This is an optimization exercise on Yosys and OpenROAD, whose aim is small area, a short achievable clock period and few clock cycles, not a production implementation.
No run shown here included a check of the RTL's function; only the layout flow was run.

File: run.sh
#!/bin/bash
# synth_recipe.tcl (not shown) runs the flow's synth.tcl, then flattens the netlist and writes it again
# the make line also repeats each setting of config.mk as NAME=value (left out here)
make -C /OpenROAD-flow-scripts/flow DESIGN_CONFIG=/design/flow/config.mk WORK_HOME=/design/flow/orfs CLKGATE_MAP_FILE= SYNTH_SCRIPT=/design/flow/synth_recipe.tcl finish
File: config.mk
export PLATFORM = sky130hd
export DESIGN_NAME = stroke_dab_interpolator_top
export DESIGN_NICKNAME = stroke_dab_interpolator_top
export VERILOG_FILES = /design/flow/design.v
export SDC_FILE = /design/flow/constraint.sdc
export NUM_CORES = 4
export LEC_CHECK = 0
export ABC_CLOCK_PERIOD_IN_PS = 5000
export CAP_MARGIN = 20
export CORE_MARGIN = 2
export CORE_UTILIZATION = 40
export SETUP_SLACK_MARGIN = 5
export SLEW_MARGIN = 20
File: constraint.sdc
create_clock -name core_clock -period 15.0 [get_ports {clk_i}]
set_input_delay 3.0000 -clock core_clock [delete_from_list [all_inputs] [get_ports {clk_i}]]
set_output_delay 3.0000 -clock core_clock [all_outputs]
set_load 0.01 [all_outputs]
File: design.v
package sdi_pkg;
  localparam int POS_W  = 24;
  localparam int PRS_W  = 17;
  localparam int SIZE_W = 14;
  localparam int ADDR_W = 3;
  localparam int DATA_W = 32;
  localparam logic [PRS_W-1:0]  P_ONE      = 17'h10000;
  localparam logic [SIZE_W-1:0] SIZE_RESET = 14'd160;
  localparam logic              REG_SIZE   = 1'b0;
endpackage
import sdi_pkg::*;
module sdi_cfg
(
  input  logic              clk_i,
  input  logic              rst_ni,
  input  logic              psel,
  input  logic              penable,
  input  logic              pwrite,
  input  logic [ADDR_W-1:0] paddr,
  input  logic [DATA_W-1:0] pwdata,
  output logic [DATA_W-1:0] prdata,
  output logic              pready,
  output logic [SIZE_W-1:0] brush_size_o,
  output logic              wr_o
);
  logic [SIZE_W-1:0] size_q;
  logic              wr_en;
  assign pready = 1'b1;
  assign wr_en  = psel && penable && pwrite && (paddr[2] == REG_SIZE);
  assign wr_o   = wr_en;
  always_ff @(posedge clk_i or negedge rst_ni) begin
    if (!rst_ni) begin
      size_q <= SIZE_RESET;
    end else if (wr_en) begin
      size_q <= pwdata[SIZE_W-1:0];
    end
  end
  assign prdata       = (paddr[2] == REG_SIZE) ? DATA_W'(size_q) : '0;
  assign brush_size_o = size_q;
endmodule
module sdi_log #(
  parameter int W = 19
) (
  input  logic [W-1:0] x_i,
  output logic [12:0]  l_o
);
  logic [4:0]    e;
  logic [W+5:0] xs;
  logic [5:0]    m;
  logic [7:0]    t;
  always_comb begin
    e = '0;
    for (int i = 0; i < W; i++) begin
      if (x_i[i]) e = 5'(i);
    end
  end
  assign xs = {x_i, 6'b0} << (5'(W - 1) - e);
  assign m  = xs[W+4 -: 6];
  always_comb begin
    unique case (m)
      6'd0: t = 8'd0;
      6'd1: t = 8'd5;
      6'd2: t = 8'd11;
      6'd3: t = 8'd16;
      6'd4: t = 8'd22;
      6'd5: t = 8'd27;
      6'd6: t = 8'd33;
      6'd7: t = 8'd38;
      6'd8: t = 8'd43;
      6'd9: t = 8'd48;
      6'd10: t = 8'd53;
      6'd11: t = 8'd58;
      6'd12: t = 8'd63;
      6'd13: t = 8'd68;
      6'd14: t = 8'd73;
      6'd15: t = 8'd77;
      6'd16: t = 8'd82;
      6'd17: t = 8'd87;
      6'd18: t = 8'd91;
      6'd19: t = 8'd96;
      6'd20: t = 8'd100;
      6'd21: t = 8'd104;
      6'd22: t = 8'd109;
      6'd23: t = 8'd113;
      6'd24: t = 8'd117;
      6'd25: t = 8'd121;
      6'd26: t = 8'd125;
      6'd27: t = 8'd129;
      6'd28: t = 8'd134;
      6'd29: t = 8'd138;
      6'd30: t = 8'd141;
      6'd31: t = 8'd145;
      6'd32: t = 8'd149;
      6'd33: t = 8'd153;
      6'd34: t = 8'd157;
      6'd35: t = 8'd161;
      6'd36: t = 8'd164;
      6'd37: t = 8'd168;
      6'd38: t = 8'd172;
      6'd39: t = 8'd175;
      6'd40: t = 8'd179;
      6'd41: t = 8'd182;
      6'd42: t = 8'd186;
      6'd43: t = 8'd189;
      6'd44: t = 8'd193;
      6'd45: t = 8'd196;
      6'd46: t = 8'd200;
      6'd47: t = 8'd203;
      6'd48: t = 8'd206;
      6'd49: t = 8'd209;
      6'd50: t = 8'd213;
      6'd51: t = 8'd216;
      6'd52: t = 8'd219;
      6'd53: t = 8'd222;
      6'd54: t = 8'd225;
      6'd55: t = 8'd229;
      6'd56: t = 8'd232;
      6'd57: t = 8'd235;
      6'd58: t = 8'd238;
      6'd59: t = 8'd241;
      6'd60: t = 8'd244;
      6'd61: t = 8'd247;
      6'd62: t = 8'd250;
      6'd63: t = 8'd253;
      default: t = 8'd0;
    endcase
  end
  assign l_o = {e, t};
endmodule
module sdi_gtab (
  input  logic [5:0] i_i,
  output logic [7:0] g_o
);
  always_comb begin
    unique case (i_i)
      6'd0: g_o = 8'd248;
      6'd1: g_o = 8'd233;
      6'd2: g_o = 8'd218;
      6'd3: g_o = 8'd204;
      6'd4: g_o = 8'd191;
      6'd5: g_o = 8'd178;
      6'd6: g_o = 8'd166;
      6'd7: g_o = 8'd155;
      6'd8: g_o = 8'd144;
      6'd9: g_o = 8'd134;
      6'd10: g_o = 8'd125;
      6'd11: g_o = 8'd116;
      6'd12: g_o = 8'd108;
      6'd13: g_o = 8'd100;
      6'd14: g_o = 8'd93;
      6'd15: g_o = 8'd86;
      6'd16: g_o = 8'd79;
      6'd17: g_o = 8'd73;
      6'd18: g_o = 8'd68;
      6'd19: g_o = 8'd63;
      6'd20: g_o = 8'd58;
      6'd21: g_o = 8'd53;
      6'd22: g_o = 8'd49;
      6'd23: g_o = 8'd45;
      6'd24: g_o = 8'd42;
      6'd25: g_o = 8'd38;
      6'd26: g_o = 8'd35;
      6'd27: g_o = 8'd33;
      6'd28: g_o = 8'd30;
      6'd29: g_o = 8'd28;
      6'd30: g_o = 8'd25;
      6'd31: g_o = 8'd23;
      6'd32: g_o = 8'd21;
      6'd33: g_o = 8'd20;
      6'd34: g_o = 8'd18;
      6'd35: g_o = 8'd17;
      6'd36: g_o = 8'd15;
      6'd37: g_o = 8'd14;
      6'd38: g_o = 8'd13;
      6'd39: g_o = 8'd12;
      6'd40: g_o = 8'd11;
      6'd41: g_o = 8'd10;
      6'd42: g_o = 8'd9;
      6'd43: g_o = 8'd8;
      6'd44: g_o = 8'd8;
      6'd45: g_o = 8'd7;
      6'd46: g_o = 8'd7;
      6'd47: g_o = 8'd6;
      6'd48: g_o = 8'd5;
      6'd49: g_o = 8'd5;
      6'd50: g_o = 8'd5;
      6'd51: g_o = 8'd4;
      6'd52: g_o = 8'd4;
      6'd53: g_o = 8'd4;
      6'd54: g_o = 8'd3;
      6'd55: g_o = 8'd3;
      6'd56: g_o = 8'd3;
      6'd57: g_o = 8'd3;
      6'd58: g_o = 8'd2;
      6'd59: g_o = 8'd2;
      6'd60: g_o = 8'd2;
      6'd61: g_o = 8'd2;
      6'd62: g_o = 8'd2;
      6'd63: g_o = 8'd2;
      default: g_o = 8'd0;
    endcase
  end
endmodule
import sdi_pkg::*;
module sdi_mul
(
  input  logic [SIZE_W-1:0] size_i,
  input  logic [PRS_W-1:0]  p_i,
  output logic [SIZE_W-1:0] r_o
);
  logic [31:0] prod;
  assign prod = 32'(size_i) * 32'(p_i) + 32'd32768;
  assign r_o  = prod[16 +: SIZE_W];
endmodule
import sdi_pkg::*;
module stroke_dab_interpolator_top
#(
  parameter int MAX_DABS = 16
) (
  input  logic                     clk_i,
  input  logic                     rst_ni,
  input  logic                     psel,
  input  logic                     penable,
  input  logic                     pwrite,
  input  logic [ADDR_W-1:0]        paddr,
  input  logic [DATA_W-1:0]        pwdata,
  output logic [DATA_W-1:0]        prdata,
  output logic                     pready,
  input  logic                     in_valid_i,
  output logic                     in_ready_o,
  input  logic                     has_previous_i,
  input  logic signed [POS_W-1:0]  start_x_i,
  input  logic signed [POS_W-1:0]  start_y_i,
  input  logic [PRS_W-1:0]         start_pressure_i,
  input  logic signed [POS_W-1:0]  end_x_i,
  input  logic signed [POS_W-1:0]  end_y_i,
  input  logic [PRS_W-1:0]         end_pressure_i,
  output logic                     out_valid_o,
  input  logic                     out_ready_i,
  output logic signed [POS_W-1:0]  dab_x_o,
  output logic signed [POS_W-1:0]  dab_y_o,
  output logic [PRS_W-1:0]         dab_pressure_o,
  output logic [SIZE_W-1:0]        dab_radius_o,
  output logic                     last_o
);
  localparam logic [2:0] ST_IDLE = 3'd0;
  localparam logic [2:0] ST_S1   = 3'd1;
  localparam logic [2:0] ST_S2   = 3'd2;
  localparam logic [2:0] ST_DONE = 3'd3;
  localparam logic [2:0] ST_SR   = 3'd4;
  localparam logic [2:0] ST_SC   = 3'd5;
  localparam logic [2:0] ST_SW   = 3'd6;
  localparam logic [2:0] ST_SP   = 3'd7;
  localparam logic [1:0] N1  = 2'd0;
  localparam logic [1:0] N8  = 2'd1;
  localparam logic [1:0] N16 = 2'd2;
  logic [SIZE_W-1:0] size;
  logic              wr;
  sdi_cfg u_cfg (
    .clk_i        (clk_i),
    .rst_ni       (rst_ni),
    .psel         (psel),
    .penable      (penable),
    .pwrite       (pwrite),
    .paddr        (paddr),
    .pwdata       (pwdata),
    .prdata       (prdata),
    .pready       (pready),
    .brush_size_o (size),
    .wr_o         (wr)
  );
  logic [PRS_W-1:0] sp_sat, ep_sat, sps_c, minp_c;
  logic [PRS_W:0]   dp_c;
  logic [POS_W:0]   dx_c, dy_c;
  logic [POS_W:0]   ndx_c, ndy_c;
  logic [POS_W-1:0] ax_c, ay_c;
  assign sp_sat = (start_pressure_i > P_ONE) ? P_ONE : start_pressure_i;
  assign ep_sat = (end_pressure_i > P_ONE) ? P_ONE : end_pressure_i;
  assign sps_c  = has_previous_i ? sp_sat : ep_sat;
  assign dp_c   = {1'b0, ep_sat} - {1'b0, sps_c};
  assign minp_c = dp_c[PRS_W] ? ep_sat : sps_c;
  assign dx_c   = {end_x_i[POS_W-1], end_x_i} - {start_x_i[POS_W-1], start_x_i};
  assign dy_c   = {end_y_i[POS_W-1], end_y_i} - {start_y_i[POS_W-1], start_y_i};
  assign ndx_c  = -dx_c;
  assign ndy_c  = -dy_c;
  assign ax_c   = dx_c[POS_W] ? ndx_c[POS_W-1:0] : dx_c[POS_W-1:0];
  assign ay_c   = dy_c[POS_W] ? ndy_c[POS_W-1:0] : dy_c[POS_W-1:0];
  logic             hp1;
  logic             big1;
  logic [18:0]      u1, v1;
  logic [PRS_W-1:0] minp1, sps1;
  logic [PRS_W:0]   dp1;
  always_ff @(posedge clk_i) begin
    hp1   <= has_previous_i;
    big1  <= (|ax_c[POS_W-1:19]) | (|ay_c[POS_W-1:19]);
    u1    <= ax_c[18:0];
    v1    <= ay_c[18:0];
    minp1 <= minp_c;
    sps1  <= sps_c;
    dp1   <= dp_c;
  end
  logic [2:0]         st_q;
  logic [12:0]        lu, lv, lm;
  logic [12:0]        ls_q;
  logic [PRS_W-1:0]   lmx;
  logic signed [14:0] ld, eu, ev;
  logic [12:0]        lad;
  assign lmx = (st_q == ST_IDLE) ? PRS_W'(size) : minp1;
  sdi_log #(.W(19))    u_lu (.x_i(u1),  .l_o(lu));
  sdi_log #(.W(19))    u_lv (.x_i(v1),  .l_o(lv));
  sdi_log #(.W(PRS_W)) u_lm (.x_i(lmx), .l_o(lm));
  always_ff @(posedge clk_i) begin
    if (st_q == ST_IDLE) ls_q <= lm;
  end
  assign ld  = 15'(lu) - 15'(lv);
  assign eu  = 15'(lu) - 15'(lm) - 15'(ls_q);
  assign ev  = 15'(lv) - 15'(lm) - 15'(ls_q);
  assign lad = ld[14] ? 13'(-ld) : ld[12:0];
  logic signed [14:0] e2;
  logic [6:0]         gi2;
  logic               gz2;
  logic               tv2;
  logic [1:0]         tn2;
  always_ff @(posedge clk_i) begin
    e2  <= ld[14] ? ev : eu;
    gi2 <= lad[10:4];
    gz2 <= (u1 == '0) || (v1 == '0) || (|lad[12:11]);
    tv2 <= !hp1 || big1 || (u1 == '0 && v1 == '0) || size == '0 || minp1 == '0;
    tn2 <= (!hp1 || (!big1 && u1 == '0 && v1 == '0)) ? N1 : N16;
  end
  logic [7:0]         gt, gv;
  logic signed [16:0] eg;
  logic               c16_t, c16_f, c8_t, c8_f;
  logic               fast_ok;
  logic [1:0]         n_fast;
  sdi_gtab u_gt (.i_i(gi2[5:0]), .g_o(gt));
  assign gv    = (gz2 || gi2[6]) ? 8'd0 : gt;
  assign eg    = {e2[14], e2, 1'b0} + 17'(gv);
  assign c16_t = (eg >= -17'sd5588);    
  assign c16_f = (eg <= -17'sd5662);    
  assign c8_t  = (eg >= -17'sd6100);    
  assign c8_f  = (eg <= -17'sd6174);    
  always_comb begin
    fast_ok = 1'b1;
    if (tv2)                n_fast = tn2;
    else if (c16_t)         n_fast = N16;
    else if (c16_f && c8_t) n_fast = N8;
    else if (c8_f)          n_fast = N1;
    else begin
      n_fast  = N1;
      fast_ok = 1'b0;
    end
  end
  logic [1:0]         n_q;
  logic signed [34:0] h_q;
  logic [29:0]        r_q;
  logic [4:0]         j_q;
  logic [1:0]         sub_q;
  logic               sticky_q;
  logic               k_q;       
  logic [31:0]        a_full, b_full;
  logic               opbit;
  logic [34:0]        opval;
  logic               opsub;
  logic [34:0]        opa, opb, hsum;
  logic signed [34:0] hsum_s;
  logic signed [34:0] hnext;
  logic               c_exact;
  assign a_full = k_q ? {1'b0, u1, 12'b0} : {2'b0, u1, 11'b0};
  assign b_full = k_q ? {1'b0, v1, 12'b0} : {2'b0, v1, 11'b0};
  always_comb begin
    opbit = 1'b0;
    opval = '0;
    opsub = 1'b0;
    if (st_q == ST_SR) begin
      opbit = size[j_q[3:0]];
      opval = 35'(minp1);
    end else begin
      unique case (sub_q)
        2'd0: begin
          opbit = (j_q < 5'd30) ? r_q[j_q] : 1'b0;
          opval = 35'(r_q);
        end
        2'd1: begin
          opbit = a_full[j_q];
          opval = 35'(a_full);
          opsub = 1'b1;
        end
        default: begin
          opbit = b_full[j_q];
          opval = 35'(b_full);
          opsub = 1'b1;
        end
      endcase
    end
  end
  assign opa     = (st_q == ST_SR) ? {h_q[33:0], 1'b0} : h_q;
  assign opb     = opbit ? (opsub ? ~opval : opval) : (opsub ? '1 : '0);
  assign hsum    = opa + opb + 35'(opsub);
  assign hsum_s  = hsum;
  assign hnext   = hsum_s >>> 1;
  assign c_exact = hnext[34] || ((hnext == '0) && !(sticky_q || hsum[0]));
  logic [1:0]  n_p1;
  logic [20:0] p1_n;
  logic [20:0] p1_q;
  assign n_p1 = (st_q == ST_S2) ? n_fast : n_q;
  always_comb begin
    unique case (n_p1)
      N16:     p1_n = {sps1, 4'b1000} + {{3{dp1[PRS_W]}}, dp1};
      N8:      p1_n = {sps1, 4'b1000} + {{2{dp1[PRS_W]}}, dp1, 1'b0};
      default: p1_n = {sps1, 4'b0000} + {dp1[16:0], 4'b0000};
    endcase
  end
  logic                ov_q, last_q;
  logic [3:0]          cnt_q;
  logic [27:0]         ax_q, ay_q;
  logic [25:0]         dxs_q, dys_q;
  logic [PRS_W-1:0]    ap_q;
  logic [20:0]         pn_q;
  logic [18:0]         dps_q;
  logic [SIZE_W-1:0]   rad_q;
  logic                done, lsel, accept, take, step;
  logic                n1, n8, n16;
  logic [18:0]         dps_n;
  logic [20:0]         pa, pb, psum;
  logic [SIZE_W-1:0]   rad_n;
  logic [27:0]         xsum, ysum;
  assign done = (st_q == ST_DONE);
  assign lsel = done && (!ov_q || last_q);
  assign in_ready_o = done && (!ov_q || (last_q && out_ready_i));
  assign accept = in_valid_i && in_ready_o;
  assign take   = ov_q && out_ready_i;
  assign step   = take && !last_q;
  assign n1     = (n_q == N1);
  assign n8     = (n_q == N8);
  assign n16    = (n_q == N16);
  assign dps_n = n16 ? {dp1[PRS_W], dp1} : (n8 ? {dp1, 1'b0} : '0);
  assign pa    = lsel ? p1_q : pn_q;
  assign pb    = lsel ? {{2{dps_n[18]}}, dps_n} : {{2{dps_q[18]}}, dps_q};
  assign psum  = pa + pb;
  sdi_mul u_mul (
    .size_i (size),
    .p_i    (pa[20:4]),
    .r_o    (rad_n)
  );
  assign xsum = ax_q + {{2{dxs_q[25]}}, dxs_q};
  assign ysum = ay_q + {{2{dys_q[25]}}, dys_q};
  always_ff @(posedge clk_i) begin
    if (accept) begin
      ax_q  <= n1 ? {end_x_i, 4'b0000} : {start_x_i, 4'b1000};
      ay_q  <= n1 ? {end_y_i, 4'b0000} : {start_y_i, 4'b1000};
      dxs_q <= n16 ? {dx_c[POS_W], dx_c} : (n8 ? {dx_c, 1'b0} : '0);
      dys_q <= n16 ? {dy_c[POS_W], dy_c} : (n8 ? {dy_c, 1'b0} : '0);
      dps_q <= dps_n;
      cnt_q <= n16 ? 4'd15 : (n8 ? 4'd7 : 4'd0);
      last_q <= n1;
    end else if (step) begin
      ax_q  <= xsum;
      ay_q  <= ysum;
      cnt_q <= cnt_q - 4'd1;
      last_q <= (cnt_q == 4'd1);
    end
    if (accept || step) begin
      ap_q  <= pa[20:4];
      pn_q  <= psum;
      rad_q <= rad_n;
    end
  end
  always_ff @(posedge clk_i or negedge rst_ni) begin
    if (!rst_ni) begin
      ov_q <= 1'b0;
    end else if (accept) begin
      ov_q <= 1'b1;
    end else if (take && last_q) begin
      ov_q <= 1'b0;
    end
  end
  always_ff @(posedge clk_i or negedge rst_ni) begin
    if (!rst_ni) begin
      st_q <= ST_IDLE;
    end else if (!in_valid_i || accept || wr) begin
      st_q <= ST_IDLE;
    end else begin
      unique case (st_q)
        ST_IDLE: st_q <= ST_S1;
        ST_S1:   st_q <= ST_S2;
        ST_S2:   st_q <= fast_ok ? ST_DONE : ST_SR;
        ST_SR:   if (j_q == 5'd0) st_q <= ST_SC;
        ST_SC:   st_q <= ST_SW;
        ST_SW:   if (sub_q == 2'd2 && j_q == 5'd31) st_q <= ST_SP;
        ST_SP:   st_q <= ST_DONE;
        default: ;
      endcase
    end
  end
  always_ff @(posedge clk_i) begin
    unique case (st_q)
      ST_S2: begin
        n_q   <= n_fast;
        p1_q  <= p1_n;
        k_q   <= !c16_t && c16_f;
        h_q   <= '0;
        j_q   <= 5'd13;
      end
      ST_SR: begin
        h_q <= hsum;
        j_q <= j_q - 5'd1;
      end
      ST_SC: begin
        r_q      <= h_q[29:0];
        h_q      <= '0;
        j_q      <= 5'd0;
        sub_q    <= 2'd0;
        sticky_q <= 1'b0;
      end
      ST_SW: begin
        if (sub_q == 2'd2) begin
          h_q      <= hnext;
          sticky_q <= sticky_q || hsum[0];
          j_q      <= j_q + 5'd1;
          sub_q    <= 2'd0;
          if (j_q == 5'd31) begin
            n_q <= k_q ? (c_exact ? N8 : N1) : (c_exact ? N16 : N8);
          end
        end else begin
          h_q   <= hsum;
          sub_q <= sub_q + 2'd1;
        end
      end
      ST_SP: p1_q <= p1_n;
      default: ;
    endcase
  end
  assign out_valid_o    = ov_q;
  assign dab_x_o        = xsum[27:4];
  assign dab_y_o        = ysum[27:4];
  assign dab_pressure_o = ap_q;
  assign dab_radius_o   = rad_q;
  assign last_o         = last_q;
endmodule
==> results of run 1 <==
final cells by class:
cell class | instances | area share, %
clock buffer | 76 | 3.19
multi-input combinational | 4124 | 60.8
timing repair buffer | 332 | 6.00
tap | 1512 | 3.65
sequential | 431 | 22.5
inverter | 469 | 3.42
antenna | 3 | 0.0145
clock inverter | 26 | 0.425
cell families (layout without fill, tap and decap cells):
family          count (synthesis)  after routing
xor+xnor                      282            282
fa+ha+maj                     599            599
flops                         431            431
mux                           281            281
simple gates                 1641           1642
compound gates               1301           1301
other cells                     2             22
buf+inv                       777            903
routing by layer:
metal / up-vias / track usage, % / routed length [µm]
met5: - / 0 / 0
met4: 0 / 9.31 / 5630
met3: 242 / 2.80 / 8070
met2: 1206 / 40.1 / 67100
met1: 19200 / 30.4 / 60300
li1: 19000 / - / -
sequential cells by signal, indices dropped and copies added (netlist names), 19 cells and up:
register  cells
h_q          35
r_q          30
ax_q         28
ay_q         28
dxs_q        26
dys_q        26
p1_q         21
pn_q         21
dps_q        19
u1           19
v1           19
through the flow:
step,hold slack (ns),worst slack (ns)
3_5_place_dp,0.463,3.00
4_1_cts,0.480,5.00
6_report,0.479,5.47
3_3_place_gp,0.458,3.06
2_1_floorplan,0.417,5.32
5_1_grt,0.490,4.91
what timing repair did:
| item | CTS | global route |
|---|---|---|
| setup buffers | 5 | 21 |
| pin swaps | 5 | 17 |
| endpoints found under the setup margin | 20 | 8 |
| gates cloned | 1 | 0 |
| resized for setup | 57 | 67 |
| hold endpoints to repair | 0 | 0 |
worst min path at each step:
stage / endpoint / slack [ns] / cells after the start
after floorplan: tn2[1] / 0.42 / 2
after global placement: r_q[0] / 0.46 / 0
after detailed placement: r_q[0] / 0.46 / 0
after CTS: r_q[11] / 0.48 / 0
after global routing: r_q[18] / 0.49 / 0
final: r_q[11] / 0.48 / 0
cell usage in the layout (no fill, tap or decap), drive strengths merged, types with 24 or more instances in the layout:
master | netlist | routed
nor4 | 32 | 32
nand2 | 647 | 647
a21boi | 39 | 39
a21o | 73 | 73
o211ai | 47 | 47
o31ai | 27 | 27
buf | 112 | 85
inv | 463 | 473
o21bai | 24 | 24
a22o | 38 | 38
o21a | 49 | 49
or2 | 25 | 25
ha | 408 | 408
nor2b | 78 | 78
clkbuf | 196 | 76
or3 | 30 | 30
a22oi | 32 | 32
mux4 | 28 | 28
nor2 | 340 | 340
nor3 | 112 | 112
and2 | 137 | 138
clkdlybuf4s50 | 0 | 247
and3 | 29 | 29
edfxtp | 294 | 294
nand3 | 83 | 83
o22ai | 54 | 54
xnor2 | 186 | 186
xor2 | 96 | 96
a21oi | 287 | 287
mux2 | 119 | 119
mux2i | 134 | 134
a31oi | 52 | 52
nand2b | 47 | 47
a211oi | 42 | 42
fa | 191 | 191
o21ai | 335 | 335
dfxtp | 119 | 119
worst register-to-register path: cells and delay by family (launching register included):
kind / cells / cell delay (ns)
compound gates: 24 / 4.75
fa+ha+maj: 5 / 1.65
buf+inv: 3 / 0.31
flops: 1 / 0.57
mux: 3 / 1.09
simple gates: 8 / 1.11
==> reports/summary.txt, run 1 <==
Initial core utilization: 40.3%
Max-slew violation count: 0
Ys Warns: 5
1st-iter DRT viols: 2618
Mapped Area: 0.0459 mm²
Fmax achieved: 0.105 GHz
IO Port Bufs: 248
I/O Pins: 288
CP max FO: 18
Synth Flop Type: edfxtp_1
Area post-placement: 0.0494 mm²
Skew final: 0.0246 ns
Final Hold Vio Count: 0
Crit path to: e2[14]
WP data required: 15.59 ns
Final estimated routing congestion in global placement: 0.903
Post-route ant nets: 0
Synth Area in Compound Gates: 18.6%
Dpl hpwl: 105000 µm
Root Buffer: clkbuf_16
R2R Setup Slk: 5.47 ns
Worst setup EP type: register
First-pass GRT wire length: 220000 µm
Min Tclk post-route: 9.53 ns
Vias: 39600
Max cap viols: 0
Syn Area/Cell: 8.64 µm²
Total grt overflow: 0
Crit path DAT: 10.12 ns
Die Area: 0.118 mm²
Startpoint Class: register
Clock sinks: 431
Unrepaired setup endpoints after global routing: yes
Post-Synth Simple-Gate Area: 16.9%
Worst-Margin Slew: 1.03 ns
Multiplexer area fraction after synthesis: 7.25%
Post-Route Setup TNS: 0 ns
Die Span X: 343 µm
Vias per std cell: 5.68
Placed insts: 6841
Buf/Inv on CP: 3
Synth area leaders: edfxtp_1 (19%), ha_1 (11%), fa_1 (8.3%)
Rel. slew slack: 31.5%
Hold-fix buffers, CTS: 0
Core area: 0.114 mm²
Reg clk slew, reported paths: 0.07 ns
Layout Utilization: 45.5%
Post-synth top cells: nand2_1 (646), inv_1 (454), ha_1 (408)
Largest net degree at the start of global routing: 72
R2R cell count: 43
Vias in the first global route: 38700
Final Non-Filler Cells: 6973
Critical Path Stages: 43
Setup crit start: v1[8]
NumNets Final: 6184
Capturing point of the worst reg2reg path: e2[14]
Total CTS buffers: 54
DR pass1 iterations: 6
CTS tree: done
Final period utilization: 63.6%
Area share of xor/xnor cells in the synthesized design: 5.38%
Crit path largest cell delay: 0.57 ns
DR WL/cell: 20.2 µm
Die Y: 343 µm
Htree depth: 2
FILL cells: 11100
Layout cell share with drive strength beyond 1: 8.89%
Crit Path Class: reg2reg
Register area: 0.0117 mm²
Netlist cell types: 111
EDFF count, synth: 294
Cell taking the most area after synthesis: edfxtp_1
Synth-to-layout area growth: 13.0%
Final Cell Area: 0.0519 mm²
Buffer depth of the longest clock path: 3
Total track usage: 23.6%
Drt total wl: 141000 µm
Yosys reg bits: 431
Area occupied by multi-input gates: 0.0315 mm²
Final setup viols: 0
Clock Latency Late Sink: 0.67 ns
Seq/Total Area, Yosys: 25.4%
Largest family of logic cells by synthesized area: adder cells
Status: complete, no violations
Top-count cell post-synth: nand2_1
Hold Startpoint: h_q[11]
Worst path slowest cell: dfxtp_1
Post-synth top area share: 19.2%
Cells after Synth: 5314
Num rows: 124
Delay-heaviest family, CP: compound AO/OA/AOI/OAI gates
Synth Area in Adders: 19.4%
Critical R2R Launch: v1[8]
Post-synth ARST share: 4.18%
Drt drc: 0
Initial antenna violation count: 3
Hold Crit Class: reg2reg
==> run 2: changes to the inputs <==
--- a/config.mk
+++ b/config.mk
@@ -5,7 +5,6 @@
 export SDC_FILE = /design/flow/constraint.sdc
 export NUM_CORES = 4
 export LEC_CHECK = 0
-export ABC_CLOCK_PERIOD_IN_PS = 5000
 export CAP_MARGIN = 20
 export CORE_MARGIN = 2
 export CORE_UTILIZATION = 40
==> reports/summary.txt, run 2 <==
Post-Synth Simple-Gate Area: 16.9%
1st-iter DRT viols: 2618
Area post-placement: 0.0494 mm²
Cell taking the most area after synthesis: edfxtp_1
Largest net degree at the start of global routing: 72
Num rows: 124
WP data required: 15.59 ns
Total grt overflow: 0
Initial antenna violation count: 3
Initial core utilization: 40.3%
EDFF count, synth: 294
Crit path DAT: 10.12 ns
Min Tclk post-route: 9.53 ns
Post-Route Setup TNS: 0 ns
DR pass1 iterations: 6
Hold depth: 0
Setup crit start: v1[8]
Max-slew violation count: 0
Capturing point of the worst reg2reg path: e2[14]
Crit path to: e2[14]
Clock sinks: 431
Ys Warns: 5
Max reg flops: 35
IO Port Bufs: 248
Max cap viols: 0
Area occupied by multi-input gates: 0.0315 mm²
Fmax achieved: 0.105 GHz
Skew final: 0.0246 ns
Buffer depth of the longest clock path: 3
Worst setup EP type: register
Final period utilization: 63.6%
CTS tree: done
Yosys reg bits: 431
Die Y: 343 µm
Worst-Margin Slew: 1.03 ns
Root Buffer: clkbuf_16
Post-synth top cells: nand2_1 (646), inv_1 (454), ha_1 (408)
Register area: 0.0117 mm²
Leading cell types in the layout, fill and taps excluded: nand2_1 (640), inv_1 (454), ha_1 (401)
Most common cell after layout, fill and taps aside: nand2_1
Final setup viols: 0
Syn Area/Cell: 8.64 µm²
Die Area: 0.118 mm²
Area share of xor/xnor cells in the synthesized design: 5.38%
Netlist cell types: 111
Largest family of logic cells by synthesized area: adder cells
Total track usage: 23.6%
Post-route ant nets: 0
Worst path slowest cell: dfxtp_1
Startpoint Class: register
Largest reg by FF count: h_q
R2R Setup Slk: 5.47 ns
Vias: 39600
Die Span X: 343 µm
Final Cell Area: 0.0519 mm²
Largest regs: h_q (35), r_q (30)
Cells after Synth: 5314
Vias per std cell: 5.68
Drt total wl: 141000 µm
Synth area leaders: edfxtp_1 (19%), ha_1 (11%), fa_1 (8.3%)
Drt drc: 0
Multiplexer area fraction after synthesis: 7.25%
Mapped Area: 0.0459 mm²
NumNets Final: 6184
Crit path largest cell delay: 0.57 ns
Dpl hpwl: 105000 µm
Critical R2R Launch: v1[8]
I/O Pins: 288
Synth Flop Type: edfxtp_1
R2R cell count: 43
Post-synth ARST share: 4.18%
Unrepaired setup endpoints after global routing: yes
Htree depth: 2
Post-synth top area share: 19.2%
Total CTS buffers: 54
Synth Area in Compound Gates: 18.6%
Clock Latency Late Sink: 0.67 ns
Layout cell share with drive strength beyond 1: 8.89%
DR WL/cell: 20.2 µm
Synth Area in Adders: 19.4%
Rel. slew slack: 31.5%
CP max FO: 18
Synth-to-layout area growth: 13.0%
Seq/Total Area, Yosys: 25.4%
FILL cells: 11100
Final estimated routing congestion in global placement: 0.903
Crit Path Class: reg2reg
Final Hold Vio Count: 0
Core area: 0.114 mm²
Reg clk slew, reported paths: 0.07 ns
Top-count cell post-synth: nand2_1
First-pass GRT wire length: 220000 µm
Hold Crit Class: reg2reg
Vias in the first global route: 38700
Status: complete, no violations
run 2: cell counts in the layout (fill, tap and decap cells not counted):
Identical to the previous run, type by type.
run 2: worst max-delay path, delay by kind of cell, from the launching register on:
| kind | cells | cell delay [ns] |
|---|---|---|
| adder cells (fa/ha/maj) | 5 | 1.64 |
| buffers and inverters | 3 | 0.31 |
| flip-flops | 1 | 0.57 |
| AO/OA/AOI/OAI | 24 | 4.75 |
| multiplexers | 3 | 1.09 |
| AND/OR/NAND/NOR | 8 | 1.09 |
run 2: stage by stage:
stage / setup slack [ns] / hold WS, ns / cells / utilization [%]
2_1_floorplan: 5.32 / 0.417 / 5331 / -
3_3_place_gp: 3.06 / 0.458 / 6841 / 43.3
3_5_place_dp: 3.00 / 0.463 / 6841 / 43.3
4_1_cts: 5.00 / 0.480 / 6949 / 45.2
5_1_grt: 4.91 / 0.490 / 6970 / 45.5
6_report: 5.47 / 0.479 / 6973 / 45.5
run 2: per-layer routing:
metal | up-vias | global-route usage (%) | share of wire [%]
met2 | 1206 | 40.1 | 48
met5 | - | 0 | 0
met4 | 0 | 9.31 | 4.0
li1 | 19000 | - | -
met1 | 19200 | 30.4 | 43
met3 | 242 | 2.80 | 5.7
run 2: kinds of logic after synthesis:
family	Yosys count
simple gates	1641
compound gates	1301
buf+inv	777
fa+ha+maj	599
flops	431
xor+xnor	282
mux	281
other cells	2
run 2: how the worst min path moves through the flow:
| stage | to | startpoint |
|---|---|---|
| after global routing | r_q[18] | h_q[18] |
| after floorplan | tn2[1] | hp1 |
| final | r_q[11] | h_q[11] |
| after global placement | r_q[0] | h_q[0] |
| after detailed placement | r_q[0] | h_q[0] |
| after CTS | r_q[11] | h_q[11] |
run 2: repair_timing:
item / 4_1_cts / 5_1_grt
endpoints found under the hold margin: 0 / 0
buffers inserted: 5 / 21
cloned: 1 / 0
hold buffers: 0 / 0
endpoints found under the setup margin: 20 / 8
resized for setup: 57 / 67
pin swaps: 5 / 17
run 2: area by class of cell:
type,instances,share of cell area (%)
timing repair buffer,332,6.00
clock inverter,26,0.425
clock buffer,76,3.19
multi-input combinational,4124,60.8
tap,1512,3.65
antenna,3,0.0145
sequential,431,22.5
inverter,469,3.42
==> run 3: changes to the inputs <==
==> flow/run.sh (new file) <==
#!/bin/bash
# Standard layout (the standard.sh: the standard synthesis and ORFS flow, unchanged),
# with repair_timing asked for setup slack margin against the design's clock so that the
# resizer keeps working on the critical paths. Make's output goes to standard.log.
set -euo pipefail
bash standard.sh SETUP_SLACK_MARGIN=8.6 TNS_END_PERCENT=100 finish > standard.log 2>&1
==> standard.sh (new file) <==
#!/bin/bash
# synth_recipe.tcl (not shown) runs the flow's synth.tcl, then flattens the netlist and writes it again
# the make line also repeats each setting of config.mk as NAME=value (left out here)
make -C /OpenROAD-flow-scripts/flow DESIGN_CONFIG=/design/flow/config.mk WORK_HOME=/design/flow/orfs CLKGATE_MAP_FILE= SYNTH_SCRIPT=/design/flow/synth_recipe.tcl "${@:-finish}"
--- a/config.mk
+++ b/config.mk
@@ -8,5 +8,4 @@
 export CAP_MARGIN = 20
 export CORE_MARGIN = 2
 export CORE_UTILIZATION = 40
-export SETUP_SLACK_MARGIN = 5
 export SLEW_MARGIN = 20
removed: run.sh
==> reports/summary.txt, run 3 <==
Fmax achieved: 0.112 GHz
EDFF count, synth: 294
Cell taking the most area after synthesis: edfxtp_1
First-pass GRT wire length: 237000 µm
Drt total wl: 157000 µm
Largest regs: h_q (35), r_q (30)
Synth area leaders: edfxtp_1 (19%), ha_1 (11%), fa_1 (8.3%)
Dpl hpwl: 105000 µm
NumNets Final: 6682
Status: complete, no violations
Netlist cell types: 111
Crit path largest cell delay: 0.45 ns
CP max FO: 6
Vias: 42600
Largest net degree at the start of global routing: 65
Post-synth top cells: nand2_1 (646), inv_1 (454), ha_1 (408)
Num rows: 124
Ys Warns: 5
Unrepaired setup endpoints after global routing: yes
Vias in the first global route: 41300
Final Hold Vio Count: 0
Initial antenna violation count: 3
Htree depth: 2
Hold Crit Class: reg2reg
Fin worst setup slack: 6.10 ns
FILL cells: 10200
Core area: 0.114 mm²
Crit path DAT: 9.44 ns
Top-count cell post-synth: nand2_1
Total grt overflow: 0
Post-Route Setup TNS: 0 ns
Drt drc: 0
Syn Area/Cell: 8.64 µm²
Die Y: 343 µm
Synth-to-layout area growth: 31.3%
Total track usage: 25.4%
Root Buffer: clkbuf_16
Total CTS buffers: 56
Leading cell types in the layout, fill and taps excluded: nand2_1 (598), buf_4 (454), inv_1 (398)
Reg clk slew, reported paths: 0.07 ns
Post-synth ARST share: 4.18%
Layout cell share with drive strength beyond 1: 27.9%
Initial core utilization: 40.3%
Skew final: 0.0335 ns
DR WL/cell: 21.0 µm
1st-iter DRT viols: 2923
Mapped Area: 0.0459 mm²
Max cap viols: 0
Vias per std cell: 5.70
Rel. slew slack: 32.4%
DR pass1 iterations: 5
Yosys reg bits: 431
Seq/Total Area, Yosys: 25.4%
Final setup viols: 0
Register area: 0.0118 mm²
Most common cell after layout, fill and taps aside: nand2_1
Max-slew violation count: 0
Startpoint Class: register
Largest reg by FF count: h_q
Final Cell Area: 0.0603 mm²
Cells after Synth: 5314
Most common cell on crit path: buf_6
Worst-Margin Slew: 1.00 ns
Area occupied by multi-input gates: 0.0356 mm²
Min Tclk post-route: 8.90 ns
Clock sinks: 431
Layout Utilization: 52.8%
Final estimated routing congestion in global placement: 0.932
Final period utilization: 59.3%
R2R Setup Slk: 6.10 ns
Crit Path Class: reg2reg
I/O Pins: 288
Clock Latency Late Sink: 0.67 ns
Synth Flop Type: edfxtp_1
WP data required: 15.54 ns
Post-route ant nets: 0
Setup slack at placement: 3.64 ns
Post-synth top area share: 19.2%
Die Area: 0.118 mm²
Worst setup EP type: register
Area post-placement: 0.0499 mm²
Max reg flops: 35
CTS tree: done
Worst path slowest cell: fa_2
IO Port Bufs: 248
Buffer depth of the longest clock path: 3
Die Span X: 343 µm
-- run 3: cell counts after synthesis --
No cell type changed its count.
-- run 3: path summary, 6_finish.rpt --
check	startpoint	end	depth (start not counted)
setup / recovery	v1[6]	e2[13]	50
hold / removal	h_q[6]	r_q[6]	0
setup reg to reg	v1[6]	e2[13]	50
hold reg to reg	h_q[6]	r_q[6]	0
max in group asynchronous	rst_ni	ov_q	1
min in group asynchronous	rst_ni	u_cfg.size_q[8]	1
-- run 3: logic make-up after synthesis --
logic type      after synthesis  synth area share, %
fa+ha+maj                   599                 19.4
buf+inv                     777                 7.04
mux                         281                 7.25
compound gates             1301                 18.6
other cells                   2               0.0164
xor+xnor                    282                 5.38
simple gates               1641                 16.9
flops                       431                 25.4
-- run 3: repair_timing --
item,4_1_cts,5_1_grt
cloned,12,3
pin swaps,344,272
buffers inserted,372,140
hold buffers,0,0
endpoints found under the setup margin,174,113
gates resized for setup,1004,396
-- run 3: area by class of cell --
cell class / instances / share of cell area, %
multi-input cells: 4128 / 59.0
flip-flops and latches: 431 / 19.5
repair buffers: 823 / 12.1
well taps: 1512 / 3.14
inverters: 469 / 3.07
clock buffers: 76 / 2.72
clock inverters: 30 / 0.434
diodes: 2 / 0.00830
repair inverters: 1 / 0.00623
-- run 3: stage by stage --
| stage | std cells | hold slack (ns) |
|---|---|---|
| floorplan | 5331 | 0.417 |
| global placement | 6837 | 0.464 |
| detailed placement | 6837 | 0.462 |
| CTS | 7327 | 0.477 |
| global route | 7470 | 0.483 |
| finish | 7472 | 0.477 |
-- run 3: metal layers --
metal | share of wire [%] | track usage [%]
met5 | 0 | 0
met4 | 5.0 | 11.3
met3 | 6.1 | 3.07
met2 | 48 | 43.3
met1 | 41 | 32.3
-- run 3: critical path: cells and delay by family (launching register included) --
family | cells | cell delay [ns]
XOR/XNOR | 1 | 0.14
flip-flops | 1 | 0.38
AO/OA/AOI/OAI | 25 | 4.37
AND/OR/NAND/NOR | 8 | 0.89
multiplexers | 2 | 0.47
adder cells (fa/ha/maj) | 5 | 1.43
buffers and inverters | 9 | 1.09
==> run 4: changes to the inputs <==
--- a/design.v
+++ b/design.v
@@ -44,18 +44,24 @@
   input  logic [W-1:0] x_i,
   output logic [12:0]  l_o
 );
+  logic [31:0]   s0, s1, s2, s3, s4, s5;
+  logic [4:0]    z;
   logic [4:0]    e;
-  logic [W+5:0] xs;
   logic [5:0]    m;
   logic [7:0]    t;
-  always_comb begin
-    e = '0;
-    for (int i = 0; i < W; i++) begin
-      if (x_i[i]) e = 5'(i);
-    end
-  end
-  assign xs = {x_i, 6'b0} << (5'(W - 1) - e);
-  assign m  = xs[W+4 -: 6];
+  assign s0   = {x_i, {(32-W){1'b0}}};
+  assign z[4] = (s0[31:16] == '0);
+  assign s1   = z[4] ? {s0[15:0], 16'b0} : s0;
+  assign z[3] = (s1[31:24] == '0);
+  assign s2   = z[3] ? {s1[23:0], 8'b0} : s1;
+  assign z[2] = (s2[31:28] == '0);
+  assign s3   = z[2] ? {s2[27:0], 4'b0} : s2;
+  assign z[1] = (s3[31:30] == '0);
+  assign s4   = z[1] ? {s3[29:0], 2'b0} : s3;
+  assign z[0] = !s4[31];
+  assign s5   = z[0] ? {s4[30:0], 1'b0} : s4;
+  assign e    = 5'(W - 1) - z;
+  assign m    = s5[30 -: 6];
   always_comb begin
     unique case (m)
       6'd0: t = 8'd0;
@@ -125,7 +131,7 @@
       default: t = 8'd0;
     endcase
   end
-  assign l_o = {e, t};
+  assign l_o = (x_i == '0) ? 13'd0 : {e, t};
 endmodule
 module sdi_gtab (
   input  logic [5:0] i_i,
@@ -250,7 +256,6 @@
   localparam logic [2:0] ST_SR   = 3'd4;
   localparam logic [2:0] ST_SC   = 3'd5;
   localparam logic [2:0] ST_SW   = 3'd6;
-  localparam logic [2:0] ST_SP   = 3'd7;
   localparam logic [1:0] N1  = 2'd0;
   localparam logic [1:0] N8  = 2'd1;
   localparam logic [1:0] N16 = 2'd2;
@@ -402,7 +407,6 @@
   assign c_exact = hnext[34] || ((hnext == '0) && !(sticky_q || hsum[0]));
   logic [1:0]  n_p1;
   logic [20:0] p1_n;
-  logic [20:0] p1_q;
   assign n_p1 = (st_q == ST_S2) ? n_fast : n_q;
   always_comb begin
     unique case (n_p1)
@@ -420,6 +424,7 @@
   logic [18:0]         dps_q;
   logic [SIZE_W-1:0]   rad_q;
   logic                done, lsel, accept, take, step;
+  logic                pnp_q, p1_av, pn_free;
   logic                n1, n8, n16;
   logic [18:0]         dps_n;
   logic [20:0]         pa, pb, psum;
@@ -427,7 +432,7 @@
   logic [27:0]         xsum, ysum;
   assign done = (st_q == ST_DONE);
   assign lsel = done && (!ov_q || last_q);
-  assign in_ready_o = done && (!ov_q || (last_q && out_ready_i));
+  assign in_ready_o = done && pnp_q && (!ov_q || (last_q && out_ready_i));
   assign accept = in_valid_i && in_ready_o;
   assign take   = ov_q && out_ready_i;
   assign step   = take && !last_q;
@@ -435,7 +440,7 @@
   assign n8     = (n_q == N8);
   assign n16    = (n_q == N16);
   assign dps_n = n16 ? {dp1[PRS_W], dp1} : (n8 ? {dp1, 1'b0} : '0);
-  assign pa    = lsel ? p1_q : pn_q;
+  assign pa    = pn_q;
   assign pb    = lsel ? {{2{dps_n[18]}}, dps_n} : {{2{dps_q[18]}}, dps_q};
   assign psum  = pa + pb;
   sdi_mul u_mul (
@@ -461,11 +466,28 @@
       last_q <= (cnt_q == 4'd1);
     end
     if (accept || step) begin
-      ap_q  <= pa[20:4];
-      pn_q  <= psum;
+      ap_q  <= pn_q[20:4];
       rad_q <= rad_n;
     end
   end
+  assign p1_av   = done || (st_q == ST_S2 && fast_ok);
+  assign pn_free = !ov_q || last_q || (step && cnt_q == 4'd1);
+  always_ff @(posedge clk_i) begin
+    if (accept || (step && !(cnt_q == 4'd1 && p1_av))) begin
+      pn_q <= psum;
+    end else if (pn_free && p1_av) begin
+      pn_q <= p1_n;
+    end
+  end
+  always_ff @(posedge clk_i or negedge rst_ni) begin
+    if (!rst_ni) begin
+      pnp_q <= 1'b0;
+    end else if (accept || st_q != ST_DONE && !(st_q == ST_S2 && fast_ok)) begin
+      pnp_q <= 1'b0;
+    end else if (pn_free && p1_av) begin
+      pnp_q <= 1'b1;
+    end
+  end
   always_ff @(posedge clk_i or negedge rst_ni) begin
     if (!rst_ni) begin
       ov_q <= 1'b0;
@@ -487,8 +509,7 @@
         ST_S2:   st_q <= fast_ok ? ST_DONE : ST_SR;
         ST_SR:   if (j_q == 5'd0) st_q <= ST_SC;
         ST_SC:   st_q <= ST_SW;
-        ST_SW:   if (sub_q == 2'd2 && j_q == 5'd31) st_q <= ST_SP;
-        ST_SP:   st_q <= ST_DONE;
+        ST_SW:   if (sub_q == 2'd2 && j_q == 5'd31) st_q <= ST_DONE;
         default: ;
       endcase
     end
@@ -497,7 +518,6 @@
     unique case (st_q)
       ST_S2: begin
         n_q   <= n_fast;
-        p1_q  <= p1_n;
         k_q   <= !c16_t && c16_f;
         h_q   <= '0;
         j_q   <= 5'd13;
@@ -527,7 +547,6 @@
           sub_q <= sub_q + 2'd1;
         end
       end
-      ST_SP: p1_q <= p1_n;
       default: ;
     endcase
   end
==> reports/summary.txt, run 4 <==
Status: complete, no violations
Post-Route Setup TNS: 0 ns
Root Buffer: clkbuf_16
Top-count cell post-synth: nand2_1
Post-synth top cells: nand2_1 (664), inv_1 (435), ha_1 (396)
Crit Path Class: reg2reg
CTS tree: done
Max reg flops: 35
Die Span X: 339 µm
Drt total wl: 151000 µm
Crit path DAT: 9.55 ns
Cells after Synth: 5256
Worst-Margin Slew: 1.15 ns
Reg clk slew, reported paths: 0.06 ns
Hold depth: 1
Rel. slew slack: 22.9%
Post-synth top area share: 18.3%
Critical Path Stages: 43
Total track usage: 25.1%
FILL cells: 10300
Die Area: 0.115 mm²
Vias per std cell: 5.77
Final setup viols: 0
Cell taking the most area after synthesis: edfxtp_1
Post-synth ARST share: 4.62%
Worst setup EP type: register
Max cap viols: 0
Syn Area/Cell: 8.52 µm²
Vias in the first global route: 41000
Startpoint Class: register
Initial core utilization: 40.4%
Antenna diode instance count: 0
DR pass1 iterations: 7
Final estimated routing congestion in global placement: 0.931
Most common cell on crit path: buf_6
Yosys reg bits: 411
Synth Flop Type: edfxtp_1
Leading cell types in the layout, fill and taps excluded: nand2_1 (642), inv_1 (410), buf_4 (339)
Htree depth: 2
Skew final: 0.0741 ns
Max-slew violation count: 0
Synth area leaders: edfxtp_1 (18%), ha_1 (11%), fa_1 (8.5%)
Buf/Inv on CP: 14
Buffer depth of the longest clock path: 3
WP data required: 15.59 ns
Hold Crit Class: reg2reg
Final period utilization: 59.7%
Initial antenna violation count: 1
Crit path largest cell delay: 0.50 ns
Ys Warns: 5
Post-route ant nets: 0
R2R cell count: 43
Core area: 0.111 mm²
Netlist cell types: 112
Largest regs: h_q (35), r_q (30)
Area post-placement: 0.0486 mm²
Total grt overflow: 0
Synth-to-layout area growth: 27.6%
Dpl hpwl: 105000 µm
Largest reg by FF count: h_q
Largest net degree at the start of global routing: 65
Mapped Area: 0.0448 mm²
Vias: 41800
Min Tclk post-route: 8.96 ns
Layout cell share with drive strength beyond 1: 22.8%
Clock Latency Late Sink: 0.71 ns
Drt drc: 0
Seq/Total Area, Yosys: 24.7%
Die Y: 339 µm
Num rows: 122
NumNets Final: 6470
IO Port Bufs: 248
Worst path slowest cell: or4_4
I/O Pins: 288
Unrepaired setup endpoints after global routing: yes
CP max FO: 12
DR WL/cell: 20.8 µm
Total CTS buffers: 56
Final Cell Area: 0.0572 mm²
1st-iter DRT viols: 3244
EDFF count, synth: 273
First-pass GRT wire length: 231000 µm
Clock sinks: 411
Final Hold Vio Count: 0
Most common cell after layout, fill and taps aside: nand2_1
Fmax achieved: 0.112 GHz
Delay-heaviest family, CP: compound AO/OA/AOI/OAI gates
[run 4: changes by cell type after synthesis, moves of 21 or more]
cell / change
mux2_2: -28
a21oi_1: +22
and3_1: +23
a21o_1: +25
mux2i_1: -22
nor2b_1: -21
o21ai_0: -24
clkbuf_1: -34
a22oi_1: -22
xnor2_1: -29
edfxtp_1: -21
[run 4: cell families (layout without fill, tap and decap cells)]
| kind of cell | count (synthesis) | in the layout | share of synthesized area [%] |
|---|---|---|---|
| and+or+nand+nor | 1686 | 1687 | 17.8 |
| AOI/OAI and AO/OA | 1376 | 1377 | 20.4 |
| buffers and inverters | 723 | 1205 | 6.75 |
| adders and majority gates | 588 | 588 | 19.6 |
| DFF | 411 | 411 | 24.7 |
| xor gates and xnor gates | 246 | 246 | 4.81 |
| muxes | 224 | 225 | 5.87 |
| other | 2 | 19 | 0.0168 |
[run 4: path summary, 6_finish.rpt]
check | start | endpoint | slack, ns
setup / recovery | u1[15] | e2[6] | 6.04
hold / removal | hp1 | tn2[1] | 0.44
setup reg to reg | u1[15] | e2[6] | 6.04
hold reg to reg | hp1 | tn2[1] | 0.44
max in group asynchronous | rst_ni | u_cfg.size_q[7] | 11.96
min in group asynchronous | rst_ni | pnp_q | 2.68
[run 4: final cells by class]
cell class,instances,area (µm²),area share [%]
clock inverter,35,399,0.698
tap,1488,1860,3.26
clock buffer,71,1590,2.78
timing repair buffer,653,5670,9.93
inverter,446,1720,3.01
sequential,411,11100,19.4
multi-input combinational,4142,34800,60.9
[run 4: per-layer routing]
metal,vias up,track usage (%),share of wire (%)
met5,-,0,0.011
li1,19700,-,-
met2,1468,41.3,46
met3,349,4.06,6.5
met1,20300,32.6,43
met4,2,10.5,4.6
[run 4: repair_timing]
action,in CTS,in global routing
cloned,7,2
setup endpoints to repair,166,106
setup buffers,249,101
hold buffers,0,0
pin swaps,225,267
hold endpoints to repair,0,0
gates resized for setup,775,368
[run 4: through the flow]
step / utilization [%] / std cells / worst slack (ns) / hold WS, ns
2_1_floorplan: - / 5273 / 6.53 / 0.419
4_1_cts: 49.3 / 7143 / 6.35 / 0.448
3_5_place_dp: 43.8 / 6781 / 4.81 / 0.440
6_report: 51.6 / 7246 / 6.04 / 0.445
5_1_grt: 51.6 / 7246 / 5.73 / 0.474
3_3_place_gp: 43.8 / 6781 / 4.74 / 0.428

[afterwards: timing with drivers on the ports]
How much do the figures lean on ideal ports? The routed layouts below were timed once more, with nothing changed but the port constraints. Step 1 assumes that a clkbuf_16 drives the clock port and a buf_2 every other input. Step 2 adds t to the input delays and takes it off the output delays; t is the mean of the earliest and latest rising clock arrival at the registers after step 1. Input paths then give back, and output paths get back, about the clock's delay inside the block. Slacks: no drivers / after step 1 / after step 2; pairs: no drivers / after step 1.
run | t (ns) | setup WS [ns] | slew at the worst register clock pin (ns) | worst slew at a driven data input, ns
run 1 | 0.735 | 5.467 / 5.467 / 5.467 | 0.07 / 0.07 | 0.07
run 2 | 0.735 | 5.467 / 5.467 / 5.467 | 0.07 / 0.07 | 0.07
run 3 | 0.723 | 6.102 / 6.102 / 6.102 | 0.07 / 0.07 | 0.10
run 4 | 0.746 | 6.039 / 6.039 / 6.039 | 0.07 / 0.07 | 0.13
After both steps every run listed still meets setup and hold.
